From an optimization exercise on the open Yosys and OpenROAD flow, aimed at small area; shortcuts taken in it are not production practice.
RTL that was checked went through simulation tests only; none was proved equivalent to the original.
The RTL of run 5 was laid out without a check of its function.
Power and IR drop assume default switching activity.

==> flow/design.v <==
package tpu_pkg;
  localparam int TPU_N      = 8;
  localparam int TPU_DATA_W = 16;
  typedef enum logic {COLLECT, FULL} gather_state_t;
endpackage
module gather_lane
#(
  parameter int N      = tpu_pkg::TPU_N,
  parameter int DATA_W = tpu_pkg::TPU_DATA_W,
  parameter int CW     = $clog2(N + 1)
) (
  input  logic                     clk,
  input  logic                     reset,
  input  logic                     zero,       
  input  logic                     take,       
  input  logic [DATA_W-1:0]        data,
  output logic                     lane_full,
  output logic                     overrun,
  output logic [N-1:0][DATA_W-1:0] elems
);
  logic [CW-1:0] cnt;
  logic          acc;
  assign acc       = take && !cnt[CW-1];
  assign overrun   = take && cnt[CW-1];
  assign lane_full = cnt[CW-1] || (acc && (cnt == CW'(N - 1)));
  always_ff @(posedge clk or posedge reset) begin
    if (reset)     cnt <= '0;
    else if (zero) cnt <= '0;
    else if (acc)  cnt <= cnt + CW'(1);
  end
  always_ff @(posedge clk) begin
    if (acc) elems <= {data, elems[N-1:1]};
  end
endmodule
module output_gather
#(
  parameter int N      = tpu_pkg::TPU_N,
  parameter int DATA_W = tpu_pkg::TPU_DATA_W
) (
  input  logic                  clk,
  input  logic                  reset,
  input  logic                  clear,
  input  logic [N-1:0]          lane_valid,
  input  logic [N*DATA_W-1:0]   lane_data,
  output logic                  in_ready,
  output logic                  mat_valid,
  input  logic                  mat_ready,
  output logic [N*N*DATA_W-1:0] c_mat,
  output logic                  err
);
  logic                             full;    
  logic                             zero;
  logic [N-1:0]                     take;
  logic [N-1:0]                     lane_full;
  logic [N-1:0]                     overrun;
  logic [N-1:0][N-1:0][DATA_W-1:0]  lane_elems;
  assign in_ready  = !full;
  assign mat_valid = full;
  assign zero      = clear || (full && mat_ready);
  assign take      = lane_valid & {N{!full && !clear}};
  gather_lane #(.N(N), .DATA_W(DATA_W)) u_lane [N-1:0] (
    .clk       (clk),
    .reset     (reset),
    .zero      (zero),
    .take      (take),
    .data      (lane_data),
    .lane_full (lane_full),
    .overrun   (overrun),
    .elems     (lane_elems)
  );
  for (genvar c = 0; c < N; c++) begin : g_col
    for (genvar r = 0; r < N; r++) begin : g_row
      assign c_mat[(r*N+c)*DATA_W +: DATA_W] = lane_elems[c][r];
    end
  end
  always_ff @(posedge clk or posedge reset) begin
    if (reset)     full <= 1'b0;
    else if (zero) full <= 1'b0;
    else if (!full && (&lane_full)) full <= 1'b1;
  end
  always_ff @(posedge clk or posedge reset) begin
    if (reset) err <= 1'b0;
    else if (!clear && ((|overrun) || ((|lane_valid) && full)))
      err <= 1'b1;
  end
endmodule
==> flow/run.sh <==
#!/bin/bash
# synth_recipe.tcl (not shown) runs the flow's synth.tcl, then flattens the netlist and writes it again
# the make line also repeats each setting of config.mk as NAME=value (left out here)
make -C /OpenROAD-flow-scripts/flow DESIGN_CONFIG=/design/flow/config.mk WORK_HOME=/design/flow/orfs CLKGATE_MAP_FILE= SYNTH_SCRIPT=/design/flow/synth_recipe.tcl finish
==> flow/config.mk <==
export PLATFORM = sky130hd
export DESIGN_NAME = output_gather
export DESIGN_NICKNAME = output_gather
export VERILOG_FILES = /design/flow/design.v
export SDC_FILE = /design/flow/constraint.sdc
export NUM_CORES = 4
export LEC_CHECK = 0
export CAP_MARGIN = 20
export CORE_AREA = 10 10 410 410
export DIE_AREA = 0 0 420 420
export SLEW_MARGIN = 20
==> flow/constraint.sdc <==
create_clock -name core_clock -period 5.0 [get_ports {clk}]
set_input_delay 1.0000 -clock core_clock [delete_from_list [all_inputs] [get_ports {clk}]]
set_output_delay 1.0000 -clock core_clock [all_outputs]
set_load 0.01 [all_outputs]
==> flow_summary.toml, run 1 <==
[grt]
grt_pass1_wl_um = 161000
track_usage = 0.133
grt_max_degree = 132
antenna_found_initial = 22
grt_pass1_vias = 17400
gr-total-overflow = 0

[critical_path]
crit_fanout = 8
max_stage_delay_ps = 980
path_cells = "inv_1, clkdlybuf4s50_1"
crit_path_start_kind = "flip-flop"
endpoint_kind = "output pin"
reg2reg_depth = 3
worstPathRequired_ps = 4000
crit_end = "in_ready"
slowest_stage = "clkdlybuf4s50_1"
startpoint = "full$_DFFE_PP0P_"
critPathKind = "reg -> out"
r2r_setup_slack_ps = 2350
cp_top_family = "buffers and inverters"
r2r-end = "u_lane[7].elems[61]$_DFFE_PP_"
crit_arrival_ps = 2240
path_buf_inv = 2
reg2reg_from = "full$_DFFE_PP0P_"
cp.depth = 2

[die]
num_io_pins = 1167
die_y_um = 420
core_region_area_um2 = 159000
die_w_um = 420
dieArea_um2 = 176000
initial_core_util = 0.205
num_rows = 146

[power_and_ir_drop]
p_leak_nw = 16.9
totalPowerFinal_mw = 19.6
power.density_nw_per_um2 = 388
peakVddDrop_v = 0.000254

[clock_network]
cts_resized = 0
cts_num_sinks = 1058
cts_inserted_buffers = 110
cts_tree = "yes"
cts-root-buf = "clkbuf_16"
clk_latency_ps = 710
ctsHoldBuffers = 0
post_cts_buffers = 0
clock_path_buffers = 3
clk_pin_slew_worst_paths_ps = 80
h-tree-depth = 3

[outcome]
status = "complete, no violations"

[synthesis]
postSynthCellCount = 1186
ys_seq_area_frac = 0.971
synth.distinct_cells = 25
synth_area_um2 = 32600
synth_top_family_by_area = "simple AND/OR/NAND/NOR gates"
ys_ff_latch = 1058
yosys.area_share.adder = 0.00307
yosys_warnings = 2
yosys.area_share.simple = 0.0128
avgSynthCellArea_um2 = 27.5
synth_compound_area_frac = 0.00561
syn-num-nets = 1334
synthXorXnorAreaFrac = 0.00430
yosys-mux-area-fraction = 0.00246

[drt]
drc_errors = 0
drtIter0Drc = 1947
antenna_left = 0
wl_per_cell_um = 27.1
wl_um = 126000
wl_met2_um = 63400
vias_per_cell = 3.76
wl_met1_um = 47800
dr.pass1.iters = 5
highest_layer = "met5"
vias = 17500
wl_met3_um = 12300

[sta]
period_share = 0.649
tightest_slew_ps = 1030
hold_viol = 0
slew_viol_final = 0
setup_viol = 0
fin_setup_tns_ps = 0
fin_skew_ps = 44.1
finalCriticalPeriod_ps = 3240
slew_headroom = 0.313
clock.fmax_ghz = 0.308
finalWorstSetupSlack_ps = 1760
grt_setup_unrepaired = "false"

[place]
placed_cell_area_um2 = 47100
portBuffers = 1166
dpl.hpwl_um = 100000
gp_congestion = 0.894
placed_cells = 4444
dpl_worst_slack_ps = 1240

[cells_and_area]
regArea_um2 = 31600
drive_gt1_frac = 0.0776
instances_no_fill = 4651
syn_to_final_growth_pct = 55.7
fillers = 15200
layout_common_cells = "clkdlybuf4s50_1, edfxtp_1, clkbuf_16, nor2_1, dfrtp_1"
nNetsFinal = 2632
design_area_um2 = 50700
mostFrequentLayoutCell = "clkdlybuf4s50_1"
multi_input_area_um2 = 918

[hold_path]
hold_class = "reg -> reg"

[flow_run]
drv_cap = 0
-- where the power goes --
| part | internal, mW | leakage [nW] | switching (mW) |
|---|---|---|---|
| logic | 0.608 | 5.09 | 0.595 |
| registers | 10.1 | 10.1 | 0.233 |
| clock network | 4.55 | 1.74 | 3.55 |
| total | 15.3 | 16.9 | 4.37 |
-- routing by layer --
layer  up-vias  global-route usage
li1       7431                   -
met1      9031               0.157
met2       864               0.227
met3       163              0.0521
met4        14              0.0264
met5         -                   0
-- worst min-delay path by stage --
stage | slack [ps] | start | cells after the start | end
floorplan | 490 | err$_DFFE_PP0P_ | 1 | err$_DFFE_PP0P_
global placement | 430 | u_lane[7].elems[99]$_DFFE_PP_ | 0 | u_lane[7].elems[83]$_DFFE_PP_
detailed placement | 430 | u_lane[1].elems[84]$_DFFE_PP_ | 0 | u_lane[1].elems[68]$_DFFE_PP_
CTS | 410 | u_lane[5].elems[27]$_DFFE_PP_ | 0 | u_lane[5].elems[11]$_DFFE_PP_
global route | 430 | u_lane[2].elems[89]$_DFFE_PP_ | 0 | u_lane[2].elems[73]$_DFFE_PP_
finish | 430 | u_lane[2].elems[89]$_DFFE_PP_ | 0 | u_lane[2].elems[73]$_DFFE_PP_
-- worst reg2reg max path: stages (launching register included) --
cell	delay [ps]
dfrtp_1	460
or2_1	540
nor3b_4	940
buf_12	360
-- cells by family (layout without fill, tap and decap cells) --
family	count (synthesis)	in the layout
DFF	1058	1058
and+or+nand+nor	65	65
AOI/OAI and AO/OA	24	24
xor gates and xnor gates	16	16
adders and majority gates	8	8
muxes	8	8
buffers and inverters	7	1398
other	0	2
-- cells in the mapped netlist --
library cell	number	area [um^2]
xnor2_1	8	70.1
dfrtp_1	34	851
buf_6	1	11.3
nor3b_4	8	150
edfxtp_1	1024	30700
nor4_1	3	18.8
and3_1	8	50.1
nand3_1	1	5.00
or2_1	1	6.26
a41oi_1	9	78.8
a222oi_1	1	10.0
clkbuf_1	3	11.3
nand2_2	8	50.1
mux2i_1	8	80.1
a22o_1	1	8.76
a21o_1	1	7.51
a221oi_1	1	8.76
a31oi_1	8	50.1
a21oi_1	2	10.0
a21o_2	1	8.76
inv_1	2	7.51
nor2_1	36	135
ha_1	8	100
buf_4	1	7.51
xor2_1	8	70.1
-- layout make-up --
type / count / share of cell area
Inverter: 2 / 0.000148
Antenna cell: 2 / 0.0000988
Timing Repair Buffer: 1191 / 0.237
Multi-Input combinational cell: 121 / 0.0181
Tap cell: 2072 / 0.0512
Clock buffer: 132 / 0.0559
Sequential cell: 1058 / 0.624
Clock inverter: 73 / 0.0142
-- state kept, by name, summed over array words and instances, names as in the netlist --
name          cells
err               1
u_lane.cnt       32
full              1
u_lane.elems   1024
-- stage by stage --
stage | util | hold WS [ps]
final | 0.319 | 425
after global routing | 0.319 | 432
after CTS | 0.319 | 412
after global placement | 0.297 | 428
after detailed placement | 0.297 | 430
after floorplan | - | 493
==> inputs of run 2 (changes only) <==
==> flow/flow/run.sh (new file) <==
#!/bin/bash
# Standard ORFS layout, with the smallest buffer on the ports and no CTS dummy loads.
set -euo pipefail
export BUFFER_PORTS_ARGS="-buffer_cell sky130_fd_sc_hd__buf_1"
export CTS_ARGS="-sink_clustering_enable -repair_clock_nets -dont_use_dummy_load"
bash standard.sh > standard.log 2>&1
==> flow/standard.sh (new file) <==
#!/bin/bash
# synth_recipe.tcl (not shown) runs the flow's synth.tcl, then flattens the netlist and writes it again
# the make line also repeats each setting of config.mk as NAME=value (left out here)
make -C /OpenROAD-flow-scripts/flow DESIGN_CONFIG=/design/flow/config.mk WORK_HOME=/design/flow/orfs CLKGATE_MAP_FILE= SYNTH_SCRIPT=/design/flow/synth_recipe.tcl "${@:-finish}"
removed: flow/run.sh
==> run 2 against run 1 <==
Effect of this change:
- critical path depth did not move
- first-iteration DRC count grew 4.3%
- clock skew up 35 ps
- highest routed layer unchanged
- wire length down 4.1%
- critical path type unchanged
- sequential share of layout area increased by 12 points
- final cell count is 2.1% lower
- largest cell class unchanged
- synthesized cell count stayed put
==> flow_summary.toml, run 2 <==
[synthesis]
synthTopCellsByArea = "edfxtp_1, dfrtp_1, nor3b_4, nor2_1, ha_1"
ys_async_sr_fraction = 0.0321
synth_most_common_cell = "edfxtp_1"
yosys_warnings = 2
postSynthCellCount = 1186
avgSynthCellArea_um2 = 27.5
yosys.area.top_type_share = 0.945
synth.distinct_cells = 25
synth_area_um2 = 32600
syn-num-nets = 1334
ys_ff_latch = 1058
synth_top_cell_by_area = "edfxtp_1"
ys.flop_type = "edfxtp_1"
ys_seq_area_frac = 0.971
synth-edff-count = 1024
synth_commonest_cells = "edfxtp_1, nor2_1, dfrtp_1, a41oi_1"

[critical_path]
cp_top_family = "buffers and inverters"
max_stage_delay_ps = 720
crit_fanout = 8
worstPathRequired_ps = 4000
endpoint_kind = "output pin"
crit_path_start_kind = "flip-flop"
crit_arrival_ps = 1960
critPathKind = "reg -> out"
path_buf_inv = 2
slowest_stage = "buf_1"
path_cells = "inv_1, buf_1"

[clock_network]
post_cts_buffers = 0
cts_tree = "yes"
cts_inserted_buffers = 110
clk_pin_slew_worst_paths_ps = 60
cts_resized = 0
ctsHoldBuffers = 0
clock_path_buffers = 3
clk_latency_ps = 740
cts_num_sinks = 1058
h-tree-depth = 3
cts-root-buf = "clkbuf_16"

[drt]
drc_errors = 0
dr.pass1.iters = 5
drtIter0Drc = 2030
vias = 17500
wl_per_cell_um = 26.5
vias_per_cell = 3.84
wl_um = 121000
antenna_left = 0

[die]
num_io_pins = 1167
dieArea_um2 = 176000
num_rows = 146
initial_core_util = 0.205
die_w_um = 420
core_region_area_um2 = 159000
die_y_um = 420

[sta]
finalCriticalPeriod_ps = 2960
fin_skew_ps = 78.8
whs_ps = 399
period_share = 0.592
hold_viol = 0
slew_headroom = 0.248
tightest_slew_ps = 1130
setup_viol = 0
clock.fmax_ghz = 0.338
slew_viol_final = 0
grt_setup_unrepaired = "false"

[grt]
grt_pass1_vias = 17300
gr-total-overflow = 0
grt_max_degree = 132
grt_pass1_wl_um = 154000
antenna_found_initial = 21
track_usage = 0.127

[cells_and_area]
layout_common_cells = "buf_1, edfxtp_1, clkbuf_16, nor2_1, dfrtp_1"
instances_no_fill = 4552
syn_to_final_growth_pct = 30.6
postLayoutCoreUtil = 0.268
largest_register_ffs = 1024
mostFrequentLayoutCell = "buf_1"
nNetsFinal = 2626
regMostFlops = "u_lane.elems"
fillers = 16000
drive_gt1_frac = 0.0590
reg_top3 = "u_lane.elems: 1024 flops, u_lane.cnt: 32 flops"

[hold_path]
hold_class = "reg -> reg"

[place]
portBuffers = 1166
dpl.hpwl_um = 95900
placed_cells = 4438
gp_congestion = 0.955

[power_and_ir_drop]
totalPowerFinal_mw = 18.0
power.density_nw_per_um2 = 423
peakVddDrop_v = 0.000339
p_leak_nw = 13.3

[flow_run]
drv_cap = 0

[outcome]
status = "complete, no violations"
run 2: kinds of logic (layout without fill, tap and decap cells):
kind of cell / count (synthesis) / in the layout / share of synthesized area
buf+inv: 7 / 1297 / 0.00115
simple gates: 65 / 65 / 0.0128
xor+xnor: 16 / 16 / 0.00430
fa+ha+maj: 8 / 8 / 0.00307
compound gates: 24 / 24 / 0.00561
other cells: 0 / 4 / 0
mux: 8 / 8 / 0.00246
flops: 1058 / 1058 / 0.971
run 2: final cells by class:
cell class / count / area, um^2 / share of cell area
flip-flops and latches: 1058 / 31600 / 0.743
repair buffers: 1185 / 4630 / 0.109
clock buffers: 110 / 2750 / 0.0647
well taps: 2072 / 2590 / 0.0610
multi-input cells: 121 / 918 / 0.0216
diodes: 4 / 10.0 / 0.000235
inverters: 2 / 7.51 / 0.000177
run 2: path summary, 6_finish.rpt:
path / from / endpoint / slack, ps / cells after the start
worst max register to register: full$_DFFE_PP0P_ / u_lane[4].elems[40]$_DFFE_PP_ / 2380 / 3
worst max-delay path: full$_DFFE_PP0P_ / in_ready / 2040 / 2
min in group asynchronous: reset / u_lane[5].cnt[1]$_DFFE_PP0P_ / 410 / 3
worst min register to register: u_lane[4].elems[111]$_DFFE_PP_ / u_lane[4].elems[95]$_DFFE_PP_ / 400 / 0
max in group asynchronous: reset / u_lane[6].cnt[0]$_DFFE_PP0P_ / 4270 / 3
worst min-delay path: u_lane[4].elems[111]$_DFFE_PP_ / u_lane[4].elems[95]$_DFFE_PP_ / 400 / 0
run 2: through the flow:
stage	worst slack (ps)	instance area (um^2)	setup TNS, ps
after detailed placement	1690	39800	0
after global routing	1780	42500	0
final	2040	42500	0
after floorplan	-225	32600	-176470
after global placement	1720	39800	0
after CTS	1860	42500	0
run 2: power by group:
part	internal, mW	switching (mW)	leakage (nW)	total [mW]
combinational	0.174	0.583	1.87	0.757
sequential	10.1	0.230	10.1	10.3
clock	3.82	3.07	1.36	6.89
run 2: metal layers:
layer,wire (um),vias up,global-route usage
li1,-,7316,-
met1,44900,9038,0.151
met2,60100,967,0.213
met3,13400,163,0.0531
met4,2140,12,0.0292
met5,75,-,0
==> inputs of run 3 (changes only) <==
==> flow/flow/run.sh (replaced) <==
#!/bin/bash
# Standard ORFS layout, with the smallest buffer on the ports and no CTS dummy loads.
set -euo pipefail
export BUFFER_PORTS_ARGS="-buffer_cell sky130_fd_sc_hd__buf_1"
export CTS_ARGS="-sink_clustering_enable -repair_clock_nets -dont_use_dummy_load -buf_list sky130_fd_sc_hd__clkbuf_8 -sink_clustering_size 16 -sink_clustering_max_diameter 40"
bash standard.sh > standard.log 2>&1
==> run 3 against run 2 <==
Effect of this change:
- sequential share of layout area rose by 1.3 points
- non-clock buffer count did not move
- global-route usage rose by 0.068 points
- die area did not move
- first-iteration DRC count fell by 2.3%
- critical endpoint unchanged
- sequential power barely moved
- utilization fell by 0.45 points
- flip-flop and latch count did not move
- wire length rose by 0.10%
==> flow_summary.toml, run 3 <==
[power_and_ir_drop]
p_leak_nw = 13.0
power.density_nw_per_um2 = 398
peakVddDrop_v = 0.000258

[grt]
grt_pass1_wl_um = 154000
gr-total-overflow = 0
track_usage = 0.128
grt_max_degree = 132
grt_pass1_vias = 17600
antenna_found_initial = 21

[critical_path]
worstPathRequired_ps = 4000
endpoint_kind = "output pin"
crit_path_start_kind = "flip-flop"
crit_fanout = 8
path_cells = "inv_1, buf_1"
crit_arrival_ps = 2110
critPathKind = "reg -> out"
slowest_stage = "buf_1"
max_stage_delay_ps = 740

[synthesis]
ys_ff_latch = 1058
yosys-mux-area-fraction = 0.00246
yosys.area_share.adder = 0.00307
syn-num-nets = 1334
synth_top_family_by_area = "simple AND/OR/NAND/NOR gates"
avgSynthCellArea_um2 = 27.5
synth_most_common_cell = "edfxtp_1"
ys_async_sr_fraction = 0.0321
synth.distinct_cells = 25
synth_compound_area_frac = 0.00561
synth-edff-count = 1024
yosys.area_share.simple = 0.0128
synth_top_cell_by_area = "edfxtp_1"
ys_seq_area_frac = 0.971
yosys_warnings = 2
synth_area_um2 = 32600
ys.flop_type = "edfxtp_1"
synth_commonest_cells = "edfxtp_1, nor2_1, dfrtp_1, a41oi_1"
yosys.area.top_type_share = 0.945
synthXorXnorAreaFrac = 0.00430
postSynthCellCount = 1186
synthTopCellsByArea = "edfxtp_1, dfrtp_1, nor3b_4, nor2_1, ha_1"

[drt]
dr.pass1.iters = 6
drtIter0Drc = 1983
drc_errors = 0
wl_um = 121000
vias_per_cell = 3.84
wl_per_cell_um = 26.3
antenna_left = 0
vias = 17600

[clock_network]
cts_resized = 0
clk_pin_slew_worst_paths_ps = 90
h-tree-depth = 4
ctsHoldBuffers = 0
post_cts_buffers = 0
clk_latency_ps = 890
cts-root-buf = "clkbuf_8"
clock_path_buffers = 3
cts_num_sinks = 1058
cts_tree = "yes"
cts_inserted_buffers = 147

[die]
num_io_pins = 1167
core_region_area_um2 = 159000
die_w_um = 420
die_y_um = 420
initial_core_util = 0.205
num_rows = 146
dieArea_um2 = 176000

[hold_path]
hold_class = "in -> async"

[sta]
slew_viol_final = 0
period_share = 0.623
whs_ps = 228
slew_headroom = 0.279
fin_skew_ps = 88.8
clock.fmax_ghz = 0.321
setup_viol = 0
finalWorstSetupSlack_ps = 1890
finalCriticalPeriod_ps = 3110
tightest_slew_ps = 1080
grt_setup_unrepaired = "false"
hold_viol = 0

[cells_and_area]
nNetsFinal = 2663
largest_register_ffs = 1024
design_area_um2 = 41800
regMostFlops = "u_lane.elems"
mostFrequentLayoutCell = "buf_1"
syn_to_final_growth_pct = 28.4
postLayoutCoreUtil = 0.263
layout_common_cells = "buf_1, edfxtp_1, clkbuf_8, nor2_1, dfrtp_1"
drive_gt1_frac = 0.0728
fillers = 16200
reg_top3 = "u_lane.elems: 1024 flops, u_lane.cnt: 32 flops"

[place]
dpl_worst_slack_ps = 1690
placed_cell_area_um2 = 39800
gp_congestion = 0.955
portBuffers = 1166
dpl.hpwl_um = 95900

[outcome]
status = "complete, no violations"

[flow_run]
drv_cap = 0
-- run 3: per-layer routing --
layer | vias to the layer above | GRT usage | part of all wire
li1 | 7371 | - | -
met4 | 14 | 0.0350 | 0.021
met2 | 1043 | 0.212 | 0.50
met3 | 186 | 0.0562 | 0.12
met5 | - | 0 | 0.00075
met1 | 9015 | 0.149 | 0.37
-- run 3: power breakdown --
part           switching, mW  internal (mW)  total, mW  leakage [nW]
sequential             0.230           10.1       10.3          10.1
clock                   2.94           2.58       5.52          1.06
combinational          0.583          0.174      0.757          1.87
total                   3.75           12.9       16.6          13.0
-- run 3: per-stage QoR --
step / setup TNS [ps] / total power, mW / instances
global placement: 0 / 11.3 / 4438
detailed placement: 0 / 11.3 / 4438
CTS: 0 / 16.9 / 4585
finish: 0 / 16.6 / 4594
floorplan: -176470 / 10.8 / 1186
global route: 0 / 17.3 / 4591
-- run 3: worst paths after layout --
| path | slack, ps | start | cells past startpoint | end |
|---|---|---|---|---|
| worst min-delay path | 230 | reset | 3 | u_lane[5].cnt[0]$_DFFE_PP0P_ |
| worst min register to register | 370 | u_lane[2].elems[121]$_DFFE_PP_ | 0 | u_lane[2].elems[105]$_DFFE_PP_ |
| worst max register to register | 2380 | full$_DFFE_PP0P_ | 3 | u_lane[0].elems[118]$_DFFE_PP_ |
| worst max-delay path | 1890 | full$_DFFE_PP0P_ | 2 | in_ready |
| max in group asynchronous | 4390 | reset | 3 | u_lane[1].cnt[0]$_DFFE_PP0P_ |
| min in group core_clock | 280 | lane_data[34] | 1 | u_lane[2].elems[114]$_DFFE_PP_ |
-- run 3: kinds of logic (layout without fill, tap and decap cells) --
| group | after synthesis | in the layout |
|---|---|---|
| flip-flops | 1058 | 1058 |
| AND/OR/NAND/NOR | 65 | 65 |
| AO/OA/AOI/OAI | 24 | 24 |
| XOR/XNOR | 16 | 16 |
| adder cells (fa/ha/maj) | 8 | 8 |
| multiplexers | 8 | 8 |
| buffers and inverters | 7 | 1334 |
| other | 0 | 9 |
-- run 3: final cells by class --
| class | count | area, um^2 | area share |
|---|---|---|---|
| Tap cell | 2072 | 2590 | 0.0620 |
| Multi-Input combinational cell | 121 | 918 | 0.0220 |
| Timing Repair Buffer | 1185 | 4630 | 0.111 |
| Inverter | 2 | 7.51 | 0.000180 |
| Clock buffer | 147 | 2020 | 0.0484 |
| Antenna cell | 9 | 22.5 | 0.000539 |
| Sequential cell | 1058 | 31600 | 0.756 |
-- run 3: critical path: cells and delay by family (launching register included) --
family / cells / cell delay, ps
buf+inv: 2 / 820
flops: 1 / 460
==> inputs of run 4 (changes only) <==
==> flow/flow/run.sh (replaced) <==
#!/bin/bash
# Standard ORFS layout, with the smallest buffer on the ports and no CTS dummy loads.
set -euo pipefail
export BUFFER_PORTS_ARGS="-buffer_cell sky130_fd_sc_hd__buf_1"
export CTS_ARGS="-sink_clustering_enable -repair_clock_nets -dont_use_dummy_load -buf_list sky130_fd_sc_hd__clkbuf_16 -sink_clustering_size 30 -sink_clustering_max_diameter 60"
bash standard.sh > standard.log 2>&1
==> run 4 against run 3 <==
Effect of this change:
- still clean on timing, DRC and antenna
- clock skew down 14 ps
- critical path type unchanged
- flip-flop and latch count did not move
- via count down 1.8%
- critical path depth is the same
- sequential share of layout area grew 0.12 points
- count of clock-buffer cells in the layout shrank 68
==> flow_summary.toml, run 4 <==
[hold_path]
hold_class = "in -> async"

[cells_and_area]
syn_to_final_growth_pct = 28.2
fillers = 16100
drive_gt1_frac = 0.0470
layout_common_cells = "buf_1, edfxtp_1, clkbuf_16, nor2_1, dfrtp_1"
instances_no_fill = 4519
regMostFlops = "u_lane.elems"
largest_register_ffs = 1024
nNetsFinal = 2595
reg_top3 = "u_lane.elems: 1024 flops, u_lane.cnt: 32 flops"
mostFrequentLayoutCell = "buf_1"

[critical_path]
r2r-end = "u_lane[0].elems[115]$_DFFE_PP_"
critPathKind = "reg -> out"
endpoint_kind = "output pin"
crit_fanout = 8
worstPathRequired_ps = 4000
reg2reg_from = "full$_DFFE_PP0P_"
reg2reg_depth = 3
r2r_setup_slack_ps = 2370
crit_path_start_kind = "flip-flop"
crit_arrival_ps = 1940

[synthesis]
synth_commonest_cells = "edfxtp_1, nor2_1, dfrtp_1, a41oi_1"
synth_area_um2 = 32600
avgSynthCellArea_um2 = 27.5
synth.distinct_cells = 25
yosys_warnings = 2
syn-num-nets = 1334
ys.flop_type = "edfxtp_1"
yosys.area.top_type_share = 0.945
synthTopCellsByArea = "edfxtp_1, dfrtp_1, nor3b_4, nor2_1, ha_1"
synth_most_common_cell = "edfxtp_1"
postSynthCellCount = 1186
synth-edff-count = 1024
ys_ff_latch = 1058
synth_top_cell_by_area = "edfxtp_1"
ys_seq_area_frac = 0.971
ys_async_sr_fraction = 0.0321

[clock_network]
cts_inserted_buffers = 79
clk_pin_slew_worst_paths_ps = 80
h-tree-depth = 3
cts_tree = "yes"
cts_resized = 0
cts_num_sinks = 1058
cts-root-buf = "clkbuf_16"
ctsHoldBuffers = 0
clock_path_buffers = 3
post_cts_buffers = 0
clk_latency_ps = 680

[sta]
tightest_slew_ps = 1100
fin_skew_ps = 75.1
hold_viol = 0
slew_headroom = 0.268
period_share = 0.588
clock.fmax_ghz = 0.340
setup_viol = 0
grt_setup_unrepaired = "false"
finalCriticalPeriod_ps = 2940
fin_setup_tns_ps = 0
slew_viol_final = 0

[place]
dpl.hpwl_um = 95900
portBuffers = 1166
placed_cells = 4438
gp_congestion = 0.955

[grt]
grt_pass1_vias = 17000
grt_pass1_wl_um = 152000
antenna_found_initial = 22
gr-total-overflow = 0
track_usage = 0.125
grt_max_degree = 132

[power_and_ir_drop]
totalPowerFinal_mw = 16.7
peakVddDrop_v = 0.000313
power.density_nw_per_um2 = 400
p_leak_nw = 12.9

[die]
die_w_um = 420
num_io_pins = 1167
initial_core_util = 0.205
die_y_um = 420
core_region_area_um2 = 159000
num_rows = 146
dieArea_um2 = 176000

[drt]
dr.pass1.iters = 5
wl_per_cell_um = 26.5
drc_errors = 0
vias = 17300
drtIter0Drc = 1882
wl_um = 120000
antenna_left = 0
vias_per_cell = 3.83

[outcome]
status = "complete, no violations"

[flow_run]
drv_cap = 0
run 4: logic make-up after synthesis:
kind of cell,count (synthesis),share of synthesized area
flip-flops,1058,0.971
AND/OR/NAND/NOR,65,0.0128
AO/OA/AOI/OAI,24,0.00561
XOR/XNOR,16,0.00430
multiplexers,8,0.00246
adder cells (fa/ha/maj),8,0.00307
buffers and inverters,7,0.00115
run 4: cell type report:
class | count | area, um^2 | share of cell area
Antenna cell | 2 | 5.00 | 0.000120
Clock buffer | 79 | 1980 | 0.0474
Inverter | 2 | 7.51 | 0.000180
Multi-Input combinational cell | 121 | 918 | 0.0220
Sequential cell | 1058 | 31600 | 0.757
Tap cell | 2072 | 2590 | 0.0621
Timing Repair Buffer | 1185 | 4630 | 0.111
run 4: report_power, final:
group          internal [mW]  switching (mW)  total [mW]
combinational          0.174           0.582       0.756
sequential              10.1           0.230        10.3
clock                   2.78            2.82        5.60
total                   13.1            3.63        16.7
run 4: how the worst max path moves through the flow:
stage,start,cells past startpoint,slack (ps),end
finish,full$_DFFE_PP0P_,2,2060,in_ready
global route,full$_DFFE_PP0P_,2,1810,in_ready
CTS,full$_DFFE_PP0P_,2,1890,in_ready
detailed placement,clear,4,1690,u_lane[4].elems[10]$_DFFE_PP_
global placement,clear,4,1720,u_lane[0].elems[45]$_DFFE_PP_
floorplan,clear,5,-230,u_lane[2].cnt[1]$_DFFE_PP0P_
run 4: metal layers:
| layer | track usage | vias up | wire [um] |
|---|---|---|---|
| met5 | 0 | - | 84 |
| met2 | 0.212 | 930 | 59700 |
| met1 | 0.149 | 8964 | 45100 |
| met3 | 0.0513 | 150 | 12600 |
| li1 | - | 7256 | - |
| met4 | 0.0256 | 14 | 2070 |
run 4: worst max-delay path, cell delays in order, from the launching register on:
cell and delay [ps]:
dfrtp_1 460, inv_1 80, buf_1 740
run 4: stage by stage:
stage          setup WS, ps   util  instance area, um^2  hold WS, ps
2_1_floorplan          -225      -                32600          493
3_3_place_gp           1720  0.250                39800          426
3_5_place_dp           1690  0.250                39800          430
4_1_cts                1890  0.263                41700          293
5_1_grt                1810  0.263                41700          342
6_report               2060  0.263                41700          367
==> inputs of run 5 (changes only) <==
--- a/flow/design.v
+++ b/flow/design.v
@@ -22,2 +22,3 @@
   logic          acc;
+  logic          keep;
   assign acc       = take && !cnt[CW-1];
@@ -30,4 +31,5 @@
   end
+  assign keep = !acc && !zero;
   always_ff @(posedge clk) begin
-    if (acc) elems <= {data, elems[N-1:1]};
+    elems <= ({data, elems[N-1:1]} & {N*DATA_W{acc}}) | (elems & {N*DATA_W{keep}});
   end
==> run 5 against run 4 <==
Effect of this change:
- still clean on timing, DRC and antenna
- area after synthesis is 6.1% higher
- count of clock-buffer cells in the layout is 11 higher
- final area is 2.7% higher
- via count is 70% higher
- global-route usage is 2.8 points higher
- clock power is 9.6% higher
- non-clock buffer count is 12 higher
- combinational power is 24% higher
- hold slack better by 65 ps
- fmax is 12% lower
- largest cell class unchanged
==> flow_summary.toml, run 5 <==
[outcome]
status = "complete, no violations"

[critical_path]
crit_path_start_kind = "flip-flop"
crit_fanout = 14
crit_arrival_ps = 2330
endpoint_kind = "output pin"
worstPathRequired_ps = 4000
critPathKind = "reg -> out"

[cells_and_area]
layout_common_cells = "buf_1, nand2_1, dfxtp_1, a22o_1, o21ai_0"
regArea_um2 = 21400
syn_to_final_growth_pct = 24.1
design_area_um2 = 42800
multi_input_area_um2 = 11900
drive_gt1_frac = 0.0299
reg_top3 = "u_lane.elems: 1024 flops, u_lane.cnt: 32 flops"
nNetsFinal = 4663
instances_no_fill = 6596
fillers = 17100
postLayoutCoreUtil = 0.270
largest_register_ffs = 1024
regMostFlops = "u_lane.elems"
mostFrequentLayoutCell = "buf_1"

[place]
gp_congestion = 0.915
portBuffers = 1166
placed_cells = 6495
placed_cell_area_um2 = 40600
dpl.hpwl_um = 113000
dpl_worst_slack_ps = 1110

[power_and_ir_drop]
p_switching_mw = 3.87
switching_share = 0.244
power.density_nw_per_um2 = 371
clockPowerShare = 0.386
peakVddDrop_v = 0.000260
comb_power_share = 0.059
p_leak_nw = 14.8
p_int_mw = 12.0
pwr-share-seq = 0.555
totalPowerFinal_mw = 15.9

[sta]
grt_setup_unrepaired = "false"
slew_headroom = 0.306
finalCriticalPeriod_ps = 3330
whs_ps = 431
clock.fmax_ghz = 0.300
fin_skew_ps = 63.6
setup_viol = 0
finalWorstSetupSlack_ps = 1670
slew_viol_final = 0
tightest_slew_ps = 1040
hold_viol = 0
fin_setup_tns_ps = 0
period_share = 0.667

[hold_path]
hold_class = "reg -> reg"

[clock_network]
ctsHoldBuffers = 0
h-tree-depth = 3
post_cts_buffers = 0
cts-root-buf = "clkbuf_16"
clk_latency_ps = 670
cts_resized = 0
clk_pin_slew_worst_paths_ps = 90
cts_inserted_buffers = 90
cts_num_sinks = 1058
clock_path_buffers = 3
cts_tree = "yes"

[synthesis]
postSynthCellCount = 3512
yosys_warnings = 2
synthTopCellsByArea = "dfxtp_1, a22o_1, nand2_1, o21ai_0, dfrtp_1"
synth.distinct_cells = 33
avgSynthCellArea_um2 = 9.83
synth_area_um2 = 34500
synth-edff-count = 0
ys_ff_latch = 1058
synth_most_common_cell = "nand2_1"
ys.flop_type = "dfxtp_1"
synth_top_cell_by_area = "dfxtp_1"
ys_seq_area_frac = 0.618
synth_commonest_cells = "nand2_1, dfxtp_1, a22o_1, o21ai_0, buf_2"
syn-num-nets = 3660
ys_async_sr_fraction = 0.0321
yosys.area.top_type_share = 0.594

[grt]
grt_max_degree = 257
grt_pass1_wl_um = 200000
track_usage = 0.153
antenna_found_initial = 34
grt_pass1_vias = 26400
gr-total-overflow = 0

[drt]
antenna_left = 0
drtIter0Drc = 2940
wl_um = 146000
drc_errors = 0
dr.pass1.iters = 5
vias = 29400
vias_per_cell = 4.46
wl_per_cell_um = 22.2

[die]
die_w_um = 420
num_io_pins = 1167
num_rows = 146
core_region_area_um2 = 159000
die_y_um = 420
dieArea_um2 = 176000
initial_core_util = 0.218

[flow_run]
drv_cap = 0
[run 5: routing by layer]
metal,routed length [um],part of all wire,vias to the layer above,track usage
met5,204,0.0014,-,0
met4,4090,0.028,30,0.0426
met1,59500,0.41,13900,0.193
met2,68900,0.47,1157,0.248
li1,-,-,14100,-
met3,13700,0.094,236,0.0519
[run 5: cell type report]
| class | count | share of cell area |
|---|---|---|
| multi-input cells | 2166 | 0.277 |
| inverters | 2 | 0.000175 |
| well taps | 2072 | 0.0605 |
| flip-flops and latches | 1058 | 0.498 |
| diodes | 11 | 0.000642 |
| clock buffers | 90 | 0.0526 |
| repair buffers | 1197 | 0.111 |
[run 5: power by group through the flow]
stage | Sequential (mW) | Clock, mW | Combinational [mW]
after floorplan | 9.02 | 0 | 0.486
after global placement | 9.00 | 0 | 0.944
after detailed placement | 9.01 | 0 | 0.951
after CTS | 8.82 | 6.35 | 0.953
after global routing | 8.84 | 6.61 | 1.03
final | 8.82 | 6.14 | 0.935
[run 5: critical path, cell delays in order (launching register included)]
cell and delay (ps):
dfrtp_1 1030, inv_1 260, buf_1 380
[run 5: worst paths after layout]
path,startpoint,cells past startpoint,end,slack [ps]
setup / recovery,full$_DFFE_PP0P_,2,in_ready,1670
hold / removal,u_lane[0].elems[21]$_DFF_P_,2,u_lane[0].elems[5]$_DFF_P_,430
setup reg to reg,full$_DFFE_PP0P_,4,u_lane[7].elems[69]$_DFF_P_,1860
hold reg to reg,u_lane[0].elems[21]$_DFF_P_,2,u_lane[0].elems[5]$_DFF_P_,430
max in group asynchronous,reset,3,u_lane[7].cnt[0]$_DFFE_PP0P_,4170
min in group asynchronous,reset,3,u_lane[6].cnt[3]$_DFFE_PP0P_,460
[run 5: cell families after synthesis]
group / synth area share
muxes: 0.00232
and+or+nand+nor: 0.122
adders and majority gates: 0.00290
DFF: 0.618
AOI/OAI and AO/OA: 0.210
xor gates and xnor gates: 0.00406
buffers and inverters: 0.0404
==> inputs of run 6 (changes only) <==
--- a/flow/design.v
+++ b/flow/design.v
@@ -22,3 +22,2 @@
   logic          acc;
-  logic          keep;
   assign acc       = take && !cnt[CW-1];
@@ -31,5 +30,4 @@
   end
-  assign keep = !acc && !zero;
   always_ff @(posedge clk) begin
-    elems <= ({data, elems[N-1:1]} & {N*DATA_W{acc}}) | (elems & {N*DATA_W{keep}});
+    if (acc) elems <= {data, elems[N-1:1]};
   end
--- a/flow/config.mk
+++ b/flow/config.mk
@@ -8,4 +8,5 @@
 export CAP_MARGIN = 20
-export CORE_AREA = 10 10 410 410
-export DIE_AREA = 0 0 420 420
+export CORE_AREA = 10 10 270 270
+export DIE_AREA = 0 0 280 280
+export PLACE_DENSITY = 0.7
 export SLEW_MARGIN = 20
==> run 6 against run 5 <==
Effect of this change:
- the flow now stops in 3_2_place_iop
- synthesized cell count down 66%
- area after synthesis fell by 5.7%
==> flow_summary.toml, run 6 <==
[synthesis]
avgSynthCellArea_um2 = 27.5
synth_top_cell_by_area = "edfxtp_1"
synth-edff-count = 1024
postSynthCellCount = 1186
ys_seq_area_frac = 0.971
synthXorXnorAreaFrac = 0.00430
yosys-mux-area-fraction = 0.00246
synth_compound_area_frac = 0.00561
synthTopCellsByArea = "edfxtp_1, dfrtp_1, nor3b_4, nor2_1, ha_1"
yosys.area_share.simple = 0.0128
yosys_warnings = 2
synth_commonest_cells = "edfxtp_1, nor2_1, dfrtp_1, a41oi_1"
synth.distinct_cells = 25
ys.flop_type = "edfxtp_1"
synth_top_family_by_area = "simple AND/OR/NAND/NOR gates"
yosys.area.top_type_share = 0.945
ys_ff_latch = 1058
syn-num-nets = 1334
yosys.area_share.adder = 0.00307
synth_area_um2 = 32600
synth_most_common_cell = "edfxtp_1"
ys_async_sr_fraction = 0.0321

[die]
initial_core_util = 0.486
die_w_um = 280
die_y_um = 280
num_rows = 95

[outcome]
haltStage = "3_2_place_iop"
error_line = "[ERROR PPL-0024] Number of IO pins (1167) exceeds maximum number of available positions (1010). Increase the die perimeter from 1120.00um to 1587.12um."
status = "stopped before the end"
## run 6: kinds of logic after synthesis
logic type | after synthesis
xor gates and xnor gates | 16
muxes | 8
adders and majority gates | 8
buffers and inverters | 7
DFF | 1058
and+or+nand+nor | 65
AOI/OAI and AO/OA | 24
==> inputs of run 7 (changes only) <==
--- a/flow/flow/run.sh
+++ b/flow/flow/run.sh
@@ -4,2 +4,3 @@
 export BUFFER_PORTS_ARGS="-buffer_cell sky130_fd_sc_hd__buf_1"
+export PLACE_PINS_ARGS="-min_distance 1 -min_distance_in_tracks"
 export CTS_ARGS="-sink_clustering_enable -repair_clock_nets -dont_use_dummy_load -buf_list sky130_fd_sc_hd__clkbuf_16 -sink_clustering_size 30 -sink_clustering_max_diameter 60"
--- a/flow/config.mk
+++ b/flow/config.mk
@@ -8,5 +8,4 @@
 export CAP_MARGIN = 20
-export CORE_AREA = 10 10 270 270
-export DIE_AREA = 0 0 280 280
-export PLACE_DENSITY = 0.7
+export CORE_AREA = 10 10 310 310
+export DIE_AREA = 0 0 320 320
 export SLEW_MARGIN = 20
==> run 7 against run 6 <==
Effect of this change:
- the run now finishes clean
- area after synthesis is the same
- synthesized cell count is the same
==> flow_summary.toml, run 7 <==
[clock_network]
clk_pin_slew_worst_paths_ps = 90
clk_latency_ps = 670
cts_num_sinks = 1058
ctsHoldBuffers = 0
cts_inserted_buffers = 78
cts_tree = "yes"
clock_path_buffers = 3
cts-root-buf = "clkbuf_16"
post_cts_buffers = 0
h-tree-depth = 3
cts_resized = 0

[flow_run]
drv_cap = 0

[sta]
setup_viol = 0
finalCriticalPeriod_ps = 2710
period_share = 0.543
tightest_slew_ps = 1020
clock.fmax_ghz = 0.369
hold_viol = 0
finalWorstSetupSlack_ps = 2290
slew_headroom = 0.316
fin_skew_ps = 77.8
grt_setup_unrepaired = "false"
slew_viol_final = 0

[die]
initial_core_util = 0.367
core_region_area_um2 = 88800
die_w_um = 320
die_y_um = 320
dieArea_um2 = 102000
num_io_pins = 1167
num_rows = 109

[drt]
vias_per_cell = 4.89
drtIter0Drc = 1813
wl_um = 101000
vias = 17700
drc_errors = 0
antenna_left = 0
dr.pass1.iters = 5
wl_per_cell_um = 27.8

[place]
portBuffers = 1166
placed_cell_area_um2 = 38600
dpl_worst_slack_ps = 1600
dpl.hpwl_um = 77400
gp_congestion = 0.958

[cells_and_area]
layout_common_cells = "buf_1, edfxtp_1, clkbuf_16, nor2_1, dfrtp_1"
fillers = 7560
nNetsFinal = 2594
regMostFlops = "u_lane.elems"
syn_to_final_growth_pct = 24.7
largest_register_ffs = 1024
reg_top3 = "u_lane.elems: 1024 flops, u_lane.cnt: 32 flops"
mostFrequentLayoutCell = "buf_1"
drive_gt1_frac = 0.0466
design_area_um2 = 40600

[grt]
antenna_found_initial = 17
gr-total-overflow = 0
grt_pass1_vias = 18200
track_usage = 0.187
grt_max_degree = 132
grt_pass1_wl_um = 138000

[synthesis]
synth_top_cell_by_area = "edfxtp_1"
synth_most_common_cell = "edfxtp_1"
synth_commonest_cells = "edfxtp_1, nor2_1, dfrtp_1, a41oi_1"
synth_area_um2 = 32600
yosys_warnings = 2
ys_ff_latch = 1058
ys.flop_type = "edfxtp_1"
synth.distinct_cells = 25
postSynthCellCount = 1186
ys_seq_area_frac = 0.971
ys_async_sr_fraction = 0.0321
syn-num-nets = 1334
avgSynthCellArea_um2 = 27.5
synthTopCellsByArea = "edfxtp_1, dfrtp_1, nor3b_4, nor2_1, ha_1"
synth-edff-count = 1024
yosys.area.top_type_share = 0.945

[power_and_ir_drop]
p_switching_mw = 3.45
peakVddDrop_v = 0.000289
switching_share = 0.210
pwr-share-seq = 0.625
p_int_mw = 13.0
comb_power_share = 0.046
clockPowerShare = 0.329
p_leak_nw = 12.9
power.density_nw_per_um2 = 406

[hold_path]
hold_class = "reg -> reg"

[critical_path]
crit_fanout = 69
slowest_stage = "nor3b_4"
critPathKind = "in -> reg"
worstPathRequired_ps = 5300
crit_path_start_kind = "input pin"
crit_arrival_ps = 3010
endpoint_kind = "flip-flop"
path_cells = "buf_1, or2_1, nor3b_4, buf_12"
max_stage_delay_ps = 940

[outcome]
status = "complete, no violations"
-- run 7: cell counts after synthesis --
No cell type changed its count.
-- run 7: path summary, 6_finish.rpt --
path,from,cells after the start,slack (ps),end
worst max-delay path,clear,4,2290,u_lane[2].elems[23]$_DFFE_PP_
worst min-delay path,u_lane[4].elems[31]$_DFFE_PP_,0,400,u_lane[4].elems[15]$_DFFE_PP_
worst max register to register,full$_DFFE_PP0P_,3,2300,u_lane[2].elems[23]$_DFFE_PP_
worst min register to register,u_lane[4].elems[31]$_DFFE_PP_,0,400,u_lane[4].elems[15]$_DFFE_PP_
max in group asynchronous,reset,3,4130,u_lane[3].cnt[0]$_DFFE_PP0P_
min in group asynchronous,reset,3,470,u_lane[4].cnt[2]$_DFFE_PP0P_
-- run 7: area by class of cell --
class	count	area, um^2	share of cell area
Multi-Input combinational cell	121	918	0.0226
Tap cell	1165	1460	0.0359
Inverter	2	7.51	0.000185
Antenna cell	15	37.5	0.000924
Sequential cell	1058	31600	0.778
Clock buffer	78	1950	0.0481
Timing Repair Buffer	1185	4630	0.114
-- run 7: logic make-up (layout without fill, tap and decap cells) --
| kind of cell | count (synthesis) | after routing | share of synthesized area |
|---|---|---|---|
| simple gates | 65 | 65 | 0.0128 |
| xor+xnor | 16 | 16 | 0.00430 |
| fa+ha+maj | 8 | 8 | 0.00307 |
| buf+inv | 7 | 1265 | 0.00115 |
| compound gates | 24 | 24 | 0.00561 |
| mux | 8 | 8 | 0.00246 |
| other cells | 0 | 15 | 0 |
| flops | 1058 | 1058 | 0.971 |
-- run 7: worst max-delay path: cells and delay by family --
kind | cells | cell delay (ps)
buffers and inverters | 2 | 520
AND/OR/NAND/NOR | 2 | 1440
-- run 7: power groups by stage --
stage | Clock, mW | Combinational [mW] | Sequential [mW]
2_1_floorplan | 0 | 0.156 | 10.6
3_3_place_gp | 0 | 0.752 | 10.5
3_5_place_dp | 0 | 0.756 | 10.5
4_1_cts | 5.60 | 0.757 | 10.3
5_1_grt | 5.95 | 0.804 | 10.3
6_report | 5.42 | 0.766 | 10.3
-- run 7: metrics by stage --
step / power, mW / utilization / std cells / hold slack [ps] / setup TNS, ps
final: 16.5 / 0.457 / 3624 / 405 / 0
after global placement: 11.2 / 0.435 / 3531 / 427 / 0
after detailed placement: 11.2 / 0.435 / 3531 / 430 / 0
after floorplan: 10.8 / - / 1186 / 493 / -176470
after global routing: 17.1 / 0.457 / 3623 / 425 / 0
after CTS: 16.6 / 0.457 / 3609 / 415 / 0
-- run 7: per-layer routing --
layer | vias up | GRT usage | wire length (um)
met4 | 4 | 0.183 | 10300
met3 | 416 | 0.0974 | 12900
met2 | 1365 | 0.272 | 45000
li1 | 7258 | - | -
met5 | - | 0.00236 | 49
met1 | 8672 | 0.189 | 32500
==> inputs of run 8 (changes only) <==
==> flow/flow/run.sh (replaced) <==
#!/bin/bash
# Standard ORFS layout, with the smallest buffer on the ports and no CTS dummy loads.
set -euo pipefail
export BUFFER_PORTS_ARGS="-buffer_cell sky130_fd_sc_hd__buf_1"
export PLACE_PINS_ARGS="-min_distance 1 -min_distance_in_tracks"
export CTS_ARGS="-sink_clustering_enable -repair_clock_nets -dont_use_dummy_load -buf_list sky130_fd_sc_hd__clkbuf_16 -sink_clustering_size 36 -sink_clustering_max_diameter 60"
bash standard.sh > standard.log 2>&1
==> run 8 against run 7 <==
Effect of this change:
- non-clock buffer count unchanged
- die area stayed put
- combinational power barely moved
- clock skew unchanged
- worst setup slack stayed put
- global-route usage unchanged
- count of clock-buffer cells in the layout unchanged
- total power stayed put
- hold slack is the same
- area after synthesis is the same
- wire length is the same
- critical endpoint unchanged
- largest power group unchanged
==> flow_summary.toml, run 8 <==
[outcome]
status = "complete, no violations"

[synthesis]
synthTopCellsByArea = "edfxtp_1, dfrtp_1, nor3b_4, nor2_1, ha_1"
ys_ff_latch = 1058
ys_seq_area_frac = 0.971
synth_top_cell_by_area = "edfxtp_1"
synth_area_um2 = 32600
synth_commonest_cells = "edfxtp_1, nor2_1, dfrtp_1, a41oi_1"
syn-num-nets = 1334
yosys.area.top_type_share = 0.945
ys.flop_type = "edfxtp_1"
yosys_warnings = 2
ys_async_sr_fraction = 0.0321
synth-edff-count = 1024
postSynthCellCount = 1186
synth_most_common_cell = "edfxtp_1"
avgSynthCellArea_um2 = 27.5
synth.distinct_cells = 25

[clock_network]
clk_pin_slew_worst_paths_ps = 90
cts_resized = 0
cts_inserted_buffers = 78
clk_latency_ps = 670
cts-root-buf = "clkbuf_16"
h-tree-depth = 3
cts_tree = "yes"
cts_num_sinks = 1058
clock_path_buffers = 3
post_cts_buffers = 0
ctsHoldBuffers = 0

[sta]
slew_headroom = 0.316
clock.fmax_ghz = 0.369
grt_setup_unrepaired = "false"
tightest_slew_ps = 1020
slew_viol_final = 0
hold_viol = 0
fin_skew_ps = 77.8
period_share = 0.543
setup_viol = 0
finalCriticalPeriod_ps = 2710
finalWorstSetupSlack_ps = 2290

[cells_and_area]
largest_register_ffs = 1024
nNetsFinal = 2594
syn_to_final_growth_pct = 24.7
mostFrequentLayoutCell = "buf_1"
instances_no_fill = 3624
design_area_um2 = 40600
layout_common_cells = "buf_1, edfxtp_1, clkbuf_16, nor2_1, dfrtp_1"
drive_gt1_frac = 0.0466
regMostFlops = "u_lane.elems"
postLayoutCoreUtil = 0.457
reg_top3 = "u_lane.elems: 1024 flops, u_lane.cnt: 32 flops"
fillers = 7560

[die]
num_rows = 109
dieArea_um2 = 102000
num_io_pins = 1167
core_region_area_um2 = 88800
die_w_um = 320
initial_core_util = 0.367
die_y_um = 320

[critical_path]
critPathKind = "in -> reg"
path_cells = "buf_1, or2_1, nor3b_4, buf_12"
cp_top_family = "simple AND/OR/NAND/NOR gates"
r2r-end = "u_lane[2].elems[23]$_DFFE_PP_"
path_buf_inv = 2
crit_arrival_ps = 3010
max_stage_delay_ps = 940
reg2reg_from = "full$_DFFE_PP0P_"
worstPathRequired_ps = 5300
endpoint_kind = "flip-flop"
reg2reg_depth = 3
r2r_setup_slack_ps = 2300
slowest_stage = "nor3b_4"
crit_path_start_kind = "input pin"
crit_fanout = 69

[grt]
antenna_found_initial = 17
track_usage = 0.187
grt_max_degree = 132
grt_pass1_wl_um = 138000
gr-total-overflow = 0
grt_pass1_vias = 18200

[hold_path]
holdPathEnd = "u_lane[4].elems[15]$_DFFE_PP_"
whs_path_depth = 0
worstHoldStart = "u_lane[4].elems[31]$_DFFE_PP_"
hold_class = "reg -> reg"

[drt]
dr.pass1.iters = 5
drc_errors = 0
antenna_left = 0
vias_per_cell = 4.89
wl_um = 101000
vias = 17700
drtIter0Drc = 1813
wl_per_cell_um = 27.8

[power_and_ir_drop]
p_leak_nw = 12.9
peakVddDrop_v = 0.000289
totalPowerFinal_mw = 16.5
power.density_nw_per_um2 = 406

[place]
placed_cells = 3531
dpl_worst_slack_ps = 1600
portBuffers = 1166
dpl.hpwl_um = 77400
gp_congestion = 0.958
placed_cell_area_um2 = 38600

[flow_run]
drv_cap = 0
run 8: cell counts after synthesis:
No cell type changed its count.
run 8: through the flow:
stage               hold slack (ps)  TNS, ps
floorplan                       493  -176470
global placement                427        0
detailed placement              430        0
CTS                             415        0
global route                    425        0
finish                          405        0
run 8: cell type report:
| type | count | area [um^2] | area share |
|---|---|---|---|
| Timing Repair Buffer | 1185 | 4630 | 0.114 |
| Tap cell | 1165 | 1460 | 0.0359 |
| Inverter | 2 | 7.51 | 0.000185 |
| Clock buffer | 78 | 1950 | 0.0481 |
| Multi-Input combinational cell | 121 | 918 | 0.0226 |
| Sequential cell | 1058 | 31600 | 0.778 |
| Antenna cell | 15 | 37.5 | 0.000924 |
run 8: kinds of logic after synthesis:
family | count (synthesis) | synth area share
flip-flops | 1058 | 0.971
AND/OR/NAND/NOR | 65 | 0.0128
AO/OA/AOI/OAI | 24 | 0.00561
XOR/XNOR | 16 | 0.00430
multiplexers | 8 | 0.00246
adder cells (fa/ha/maj) | 8 | 0.00307
buffers and inverters | 7 | 0.00115
run 8: power breakdown:
group	internal, mW	switching (mW)
registers	10.1	0.192
logic	0.174	0.591
clock network	2.75	2.67
run 8: worst max path at each step:
stage	slack [ps]	to	cells after the start	start
final	2290	u_lane[2].elems[23]$_DFFE_PP_	4	clear
after CTS	2210	u_lane[7].elems[105]$_DFFE_PP_	3	full$_DFFE_PP0P_
after global routing	2130	u_lane[2].elems[18]$_DFFE_PP_	3	full$_DFFE_PP0P_
after detailed placement	1600	u_lane[2].elems[103]$_DFFE_PP_	4	clear
after floorplan	-230	u_lane[2].cnt[1]$_DFFE_PP0P_	5	clear
after global placement	1640	u_lane[7].elems[82]$_DFFE_PP_	4	clear
run 8: per-layer routing:
| metal | share of wire | GRT usage | up-vias |
|---|---|---|---|
| met2 | 0.45 | 0.272 | 1365 |
| met3 | 0.13 | 0.0974 | 416 |
| met1 | 0.32 | 0.189 | 8672 |
| met4 | 0.10 | 0.183 | 4 |
| li1 | - | - | 7258 |
| met5 | 0.00049 | 0.00236 | - |
==> inputs of run 9 (changes only) <==
==> flow/flow/run.sh (replaced) <==
#!/bin/bash
# Standard ORFS layout, with the smallest buffer on the ports and no CTS dummy loads.
set -euo pipefail
export BUFFER_PORTS_ARGS="-buffer_cell sky130_fd_sc_hd__buf_1"
export PLACE_PINS_ARGS="-min_distance 1 -min_distance_in_tracks"
export CTS_ARGS="-sink_clustering_enable -repair_clock_nets -dont_use_dummy_load -buf_list sky130_fd_sc_hd__clkbuf_16 -sink_clustering_size 32 -sink_clustering_max_diameter 80"
bash standard.sh > standard.log 2>&1
==> run 9 against run 8 <==
Effect of this change:
- critical path type unchanged
- global-route usage decreased by 0.37 points
- flip-flop and latch count unchanged
- area after synthesis unchanged
- clock skew down 30 ps
- first-iteration DRC count increased by 2.6%
- critical endpoint is now u_lane[2].elems[7]$_DFFE_PP_
- sequential power about the same
- hold slack gained 6.6 ps
- fmax fell by 2.6%
- wire length shrank 1.1%
- highest routed layer unchanged
==> flow_summary.toml, run 9 <==
[drt]
wl_um = 99700
antenna_left = 0
vias_per_cell = 4.87
drc_errors = 0
wl_per_cell_um = 27.8
drtIter0Drc = 1861
dr.pass1.iters = 5
vias = 17500

[cells_and_area]
fillers = 7652
nNetsFinal = 2561
syn_to_final_growth_pct = 22.2
regMostFlops = "u_lane.elems"
layout_common_cells = "buf_1, edfxtp_1, clkbuf_16, nor2_1, dfrtp_1"
largest_register_ffs = 1024
instances_no_fill = 3590
mostFrequentLayoutCell = "buf_1"
reg_top3 = "u_lane.elems: 1024 flops, u_lane.cnt: 32 flops"
regArea_um2 = 31600
drive_gt1_frac = 0.0336
multi_input_area_um2 = 918

[synthesis]
ys_seq_area_frac = 0.971
syn-num-nets = 1334
synthTopCellsByArea = "edfxtp_1, dfrtp_1, nor3b_4, nor2_1, ha_1"
synth-edff-count = 1024
synth_area_um2 = 32600
synth_most_common_cell = "edfxtp_1"
yosys_warnings = 2
yosys.area.top_type_share = 0.945
synth.distinct_cells = 25
synth_commonest_cells = "edfxtp_1, nor2_1, dfrtp_1, a41oi_1"
avgSynthCellArea_um2 = 27.5
ys_ff_latch = 1058
ys_async_sr_fraction = 0.0321
synth_top_cell_by_area = "edfxtp_1"
ys.flop_type = "edfxtp_1"
postSynthCellCount = 1186

[critical_path]
critPathKind = "in -> reg"
endpoint_kind = "flip-flop"
worstPathRequired_ps = 5230
crit_path_start_kind = "input pin"
startpoint = "clear"
reg2reg_from = "full$_DFFE_PP0P_"
crit_fanout = 69
crit_arrival_ps = 3010

[sta]
period_share = 0.557
fin_setup_tns_ps = 0
setup_viol = 0
finalWorstSetupSlack_ps = 2210
fin_skew_ps = 48.0
slew_headroom = 0.310
grt_setup_unrepaired = "false"
slew_viol_final = 0
whs_ps = 411
finalCriticalPeriod_ps = 2790
tightest_slew_ps = 1030
clock.fmax_ghz = 0.359
hold_viol = 0

[place]
dpl_worst_slack_ps = 1600
gp_congestion = 0.958
dpl.hpwl_um = 77400
placed_cells = 3531
portBuffers = 1166

[die]
initial_core_util = 0.367
dieArea_um2 = 102000
die_w_um = 320
die_y_um = 320
core_region_area_um2 = 88800
num_rows = 109
num_io_pins = 1167

[power_and_ir_drop]
totalPowerFinal_mw = 15.1
power.density_nw_per_um2 = 379
peakVddDrop_v = 0.000305
p_leak_nw = 12.5

[grt]
track_usage = 0.183
grt_pass1_vias = 18000
grt_max_degree = 132
gr-total-overflow = 0
grt_pass1_wl_um = 136000
antenna_found_initial = 17

[clock_network]
post_cts_buffers = 0
cts_inserted_buffers = 45
cts_num_sinks = 1058
ctsHoldBuffers = 0
cts_tree = "yes"
clock_path_buffers = 3
cts_resized = 0
cts-root-buf = "clkbuf_16"
clk_latency_ps = 610
h-tree-depth = 2
clk_pin_slew_worst_paths_ps = 110

[hold_path]
worstHoldStart = "u_lane[4].elems[67]$_DFFE_PP_"
hold_class = "reg -> reg"

[flow_run]
drv_cap = 0

[outcome]
status = "complete, no violations"
run 9: cell counts after synthesis:
Identical to the previous run, type by type.
run 9: worst max-delay path, stage by stage:
cell	delay (ps)
buf_1	110
or2_1	510
nor3b_4	950
buf_12	410
run 9: stage by stage:
stage | cell area [um^2] | util
floorplan | 32600 | -
global placement | 38600 | 0.435
detailed placement | 38600 | 0.435
CTS | 39700 | 0.448
global route | 39800 | 0.448
finish | 39800 | 0.448
run 9: layer usage:
metal	GRT usage	part of all wire	vias up
met4	0.165	0.097	4
met1	0.187	0.32	8561
met5	0	0.00027	-
li1	-	-	7177
met2	0.274	0.45	1348
met3	0.0909	0.13	386
run 9: layout make-up:
type | instances | area share
clock buffers | 45 | 0.0283
repair buffers | 1185 | 0.116
diodes | 14 | 0.000881
inverters | 2 | 0.000189
multi-input cells | 121 | 0.0231
well taps | 1165 | 0.0366
flip-flops and latches | 1058 | 0.794
run 9: final timing paths:
check,to,slack [ps],cells after the start
min,u_lane[4].elems[51]$_DFFE_PP_,410,0
min reg2reg,u_lane[4].elems[51]$_DFFE_PP_,410,0
max in group asynchronous,u_lane[6].cnt[1]$_DFFE_PP0P_,4140,3
max,u_lane[2].elems[7]$_DFFE_PP_,2210,4
min in group asynchronous,u_lane[4].cnt[2]$_DFFE_PP0P_,510,3
max reg2reg,u_lane[2].elems[7]$_DFFE_PP_,2240,3
run 9: cell families (layout without fill, tap and decap cells):
logic type,Yosys count,in the layout,synth area share
XOR/XNOR,16,16,0.00430
AND/OR/NAND/NOR,65,65,0.0128
AO/OA/AOI/OAI,24,24,0.00561
multiplexers,8,8,0.00246
flip-flops,1058,1058,0.971
adder cells (fa/ha/maj),8,8,0.00307
other,0,14,0
buffers and inverters,7,1232,0.00115
run 9: where the power goes:
group	switching (mW)	internal (mW)
sequential	0.192	10.1
clock	2.42	1.62
combinational	0.589	0.174
total	3.20	11.9
==> inputs of run 10 (changes only) <==
--- a/flow/design.v
+++ b/flow/design.v
@@ -25,6 +25,5 @@
   assign lane_full = cnt[CW-1] || (acc && (cnt == CW'(N - 1)));
-  always_ff @(posedge clk or posedge reset) begin
-    if (reset)     cnt <= '0;
-    else if (zero) cnt <= '0;
-    else if (acc)  cnt <= cnt + CW'(1);
+  always_ff @(posedge clk) begin
+    if (reset || zero) cnt <= '0;
+    else if (acc)      cnt <= cnt + CW'(1);
   end
@@ -75,8 +74,7 @@
   end
-  always_ff @(posedge clk or posedge reset) begin
-    if (reset)     full <= 1'b0;
-    else if (zero) full <= 1'b0;
+  always_ff @(posedge clk) begin
+    if (reset || zero) full <= 1'b0;
     else if (!full && (&lane_full)) full <= 1'b1;
   end
-  always_ff @(posedge clk or posedge reset) begin
+  always_ff @(posedge clk) begin
     if (reset) err <= 1'b0;
--- a/flow/flow/run.sh
+++ b/flow/flow/run.sh
@@ -4,3 +4,2 @@
 export BUFFER_PORTS_ARGS="-buffer_cell sky130_fd_sc_hd__buf_1"
-export PLACE_PINS_ARGS="-min_distance 1 -min_distance_in_tracks"
 export CTS_ARGS="-sink_clustering_enable -repair_clock_nets -dont_use_dummy_load -buf_list sky130_fd_sc_hd__clkbuf_16 -sink_clustering_size 32 -sink_clustering_max_diameter 80"
--- a/flow/config.mk
+++ b/flow/config.mk
@@ -8,4 +8,4 @@
 export CAP_MARGIN = 20
-export CORE_AREA = 10 10 310 310
-export DIE_AREA = 0 0 320 320
+export CORE_AREA = 10 10 410 410
+export DIE_AREA = 0 0 420 420
 export SLEW_MARGIN = 20
==> run 10 against run 9 <==
Effect of this change:
- area after synthesis fell by 0.64%
- sequential share of layout area fell by 2.9 points
- final cell count rose by 25%
- critical path depth did not move
- final area rose by 3.3%
- worst setup slack improved by 200 ps
- clock skew rose by 45 ps
- global-route usage fell by 6.5 points
- hold slack got worse by 20 ps
- sequential power barely moved
- die area rose by 72%
- critical path type unchanged
- largest cell class unchanged
- largest power group unchanged
- highest routed layer unchanged
==> flow_summary.toml, run 10 <==
[synthesis]
ys_seq_area_frac = 0.972
avgSynthCellArea_um2 = 27.5
ys.flop_type = "edfxtp_1"
synth-edff-count = 1024
synthTopCellsByArea = "edfxtp_1, dfxtp_1, nor3b_4, a41oi_1, nor2_1"
synth.distinct_cells = 21
synth_commonest_cells = "edfxtp_1, nor2_1, dfxtp_1, a41oi_1"
postSynthCellCount = 1177
yosys_warnings = 2
synth_most_common_cell = "edfxtp_1"
synth_area_um2 = 32300
ys_async_sr_fraction = 0
synth_top_cell_by_area = "edfxtp_1"
yosys.area.top_type_share = 0.951
syn-num-nets = 1325
ys_ff_latch = 1058

[flow_run]
drv_cap = 0

[drt]
antenna_left = 0
wl_um = 114000
drtIter0Drc = 1726
vias_per_cell = 3.76
drc_errors = 0
wl_per_cell_um = 25.3
vias = 16900
dr.pass1.iters = 5

[cells_and_area]
drive_gt1_frac = 0.0405
layout_common_cells = "buf_1, edfxtp_1, clkbuf_16, nor2_1, dfxtp_1"
design_area_um2 = 41100
instances_no_fill = 4500
syn_to_final_growth_pct = 27.0
largest_register_ffs = 1024
reg_top3 = "u_lane.elems: 1024 flops, u_lane.cnt: 32 flops"
regMostFlops = "u_lane.elems"
nNetsFinal = 2570
fillers = 16100
mostFrequentLayoutCell = "buf_1"
postLayoutCoreUtil = 0.259

[sta]
slew_headroom = 0.223
period_share = 0.518
grt_setup_unrepaired = "false"
finalWorstSetupSlack_ps = 2410
whs_ps = 392
tightest_slew_ps = 1170
fin_setup_tns_ps = 0
slew_viol_final = 0
finalCriticalPeriod_ps = 2590
hold_viol = 0
setup_viol = 0
clock.fmax_ghz = 0.386
fin_skew_ps = 92.7

[power_and_ir_drop]
clockPowerShare = 0.298
pwr-share-seq = 0.655
p_leak_nw = 12.4
p_int_mw = 12.3
switching_share = 0.219
totalPowerFinal_mw = 15.7
peakVddDrop_v = 0.000294
power.density_nw_per_um2 = 383
comb_power_share = 0.047
p_switching_mw = 3.44

[clock_network]
post_cts_buffers = 0
clk_latency_ps = 680
cts-root-buf = "clkbuf_16"
cts_num_sinks = 1058
cts_tree = "yes"
h-tree-depth = 2
clk_pin_slew_worst_paths_ps = 110
cts_inserted_buffers = 58
cts_resized = 0
ctsHoldBuffers = 0
clock_path_buffers = 3

[critical_path]
max_stage_delay_ps = 870
crit_path_start_kind = "input pin"
worstPathRequired_ps = 5340
crit_arrival_ps = 2930
slowest_stage = "nor3b_4"
crit_fanout = 22
endpoint_kind = "flip-flop"
critPathKind = "in -> reg"
path_cells = "buf_1, or2_1, nor3b_4, buf_4"

[place]
gp_congestion = 0.936
placed_cells = 4434
dpl.hpwl_um = 92100
placed_cell_area_um2 = 39600
dpl_worst_slack_ps = 1550
portBuffers = 1166

[die]
initial_core_util = 0.204
die_w_um = 420
num_io_pins = 1167
num_rows = 146
die_y_um = 420
core_region_area_um2 = 159000
dieArea_um2 = 176000

[grt]
track_usage = 0.118
antenna_found_initial = 26
gr-total-overflow = 0
grt_pass1_wl_um = 146000
grt_pass1_vias = 16900
grt_max_degree = 133

[hold_path]
hold_class = "reg -> reg"

[outcome]
status = "complete, no violations"
-- run 10: cell count changes in the layout (fill, tap and decap cells not counted), moves of 6 or more --
cell       change
dfrtp_1       -34
dfxtp_1       +34
clkbuf_16     +13
a31oi_1        -8
a41oi_1        +8
and3_1         -8
diode_2        -6
-- run 10: power by group through the flow --
stage / Clock, mW / Sequential, mW / Combinational, mW
after detailed placement: 0 / 10.5 / 0.760
after floorplan: 0 / 10.6 / 0.142
after global placement: 0 / 10.5 / 0.757
final: 4.70 / 10.3 / 0.733
after CTS: 4.90 / 10.3 / 0.760
after global routing: 5.16 / 10.3 / 0.787
-- run 10: metal layers --
| metal | GRT usage | wire (um) | vias up |
|---|---|---|---|
| met5 | 0.00219 | 122 | - |
| met4 | 0.0440 | 4020 | 12 |
| met3 | 0.0469 | 12400 | 147 |
| met2 | 0.211 | 59400 | 910 |
| met1 | 0.125 | 38000 | 8648 |
| li1 | - | - | 7203 |
-- run 10: kinds of logic (layout without fill, tap and decap cells) --
kind of cell             after synthesis  count (layout)  synth area share
AO/OA/AOI/OAI                         24              24           0.00623
XOR/XNOR                              16              16           0.00433
adder cells (fa/ha/maj)                8               8           0.00309
buffers and inverters                  5            1248          0.000812
flip-flops                          1058            1058             0.972
multiplexers                           8               8           0.00248
other                                  0               8                 0
AND/OR/NAND/NOR                       58              58            0.0114
-- run 10: area by class of cell --
type / count / area [um^2] / share of cell area
Timing Repair Buffer: 1189 / 4690 / 0.114
Sequential cell: 1058 / 31400 / 0.765
Inverter: 1 / 3.75 / 0.0000914
Tap cell: 2072 / 2590 / 0.0631
Multi-Input combinational cell: 114 / 891 / 0.0217
Antenna cell: 8 / 20.0 / 0.000487
Clock buffer: 58 / 1450 / 0.0353
-- run 10: final timing paths --
check | cells past startpoint | to | slack, ps | start
max reg2reg | 3 | u_lane[7].elems[5]$_DFFE_PP_ | 2450 | full$_SDFFE_PP0P_
max | 4 | u_lane[7].elems[5]$_DFFE_PP_ | 2410 | clear
min | 0 | u_lane[0].elems[49]$_DFFE_PP_ | 390 | u_lane[0].elems[65]$_DFFE_PP_
min reg2reg | 0 | u_lane[0].elems[49]$_DFFE_PP_ | 390 | u_lane[0].elems[65]$_DFFE_PP_
-- run 10: worst max-delay path, delay by kind of cell --
| family | cells | cell delay [ps] |
|---|---|---|
| buf+inv | 2 | 540 |
| simple gates | 2 | 1370 |

==> port drivers added, routing unchanged <==
The flow's constraints put no driver on any port. The routed layouts listed below were extracted and timed again, unchanged, in two steps.
Step 1: set_driving_cell puts a clkbuf_16 on clk and a buf_2 on each other input, an assumption about the parent block.
Step 2, shift: input delay + t, output delay - t, t = (earliest + latest rising clock arrival at the registers) / 2. This alone moves slack from input paths to output paths.
Slacks: ideal / step 1 / step 2; pairs: ideal / step 1.
| run | t (ns) | setup slack, ns |
|---|---|---|
| run 1 | 0.762 | 1.757 / 1.687 / 1.175 |
| run 2 | 0.775 | 2.041 / 1.966 / 1.545 |
| run 3 | 0.906 | 1.887 / 1.816 / 1.546 |
| run 4 | 0.711 | 2.058 / 1.987 / 1.572 |
| run 5 | 0.726 | 1.667 / 1.590 / 1.135 |
| run 7 | 0.676 | 2.287 / 2.275 / 1.599 |
| run 8 | 0.676 | 2.287 / 2.275 / 1.599 |
| run 9 | 0.645 | 2.215 / 2.202 / 1.557 |
| run 10 | 0.726 | 2.412 / 2.298 / 1.572 |
After both steps every run listed still meets setup and hold.
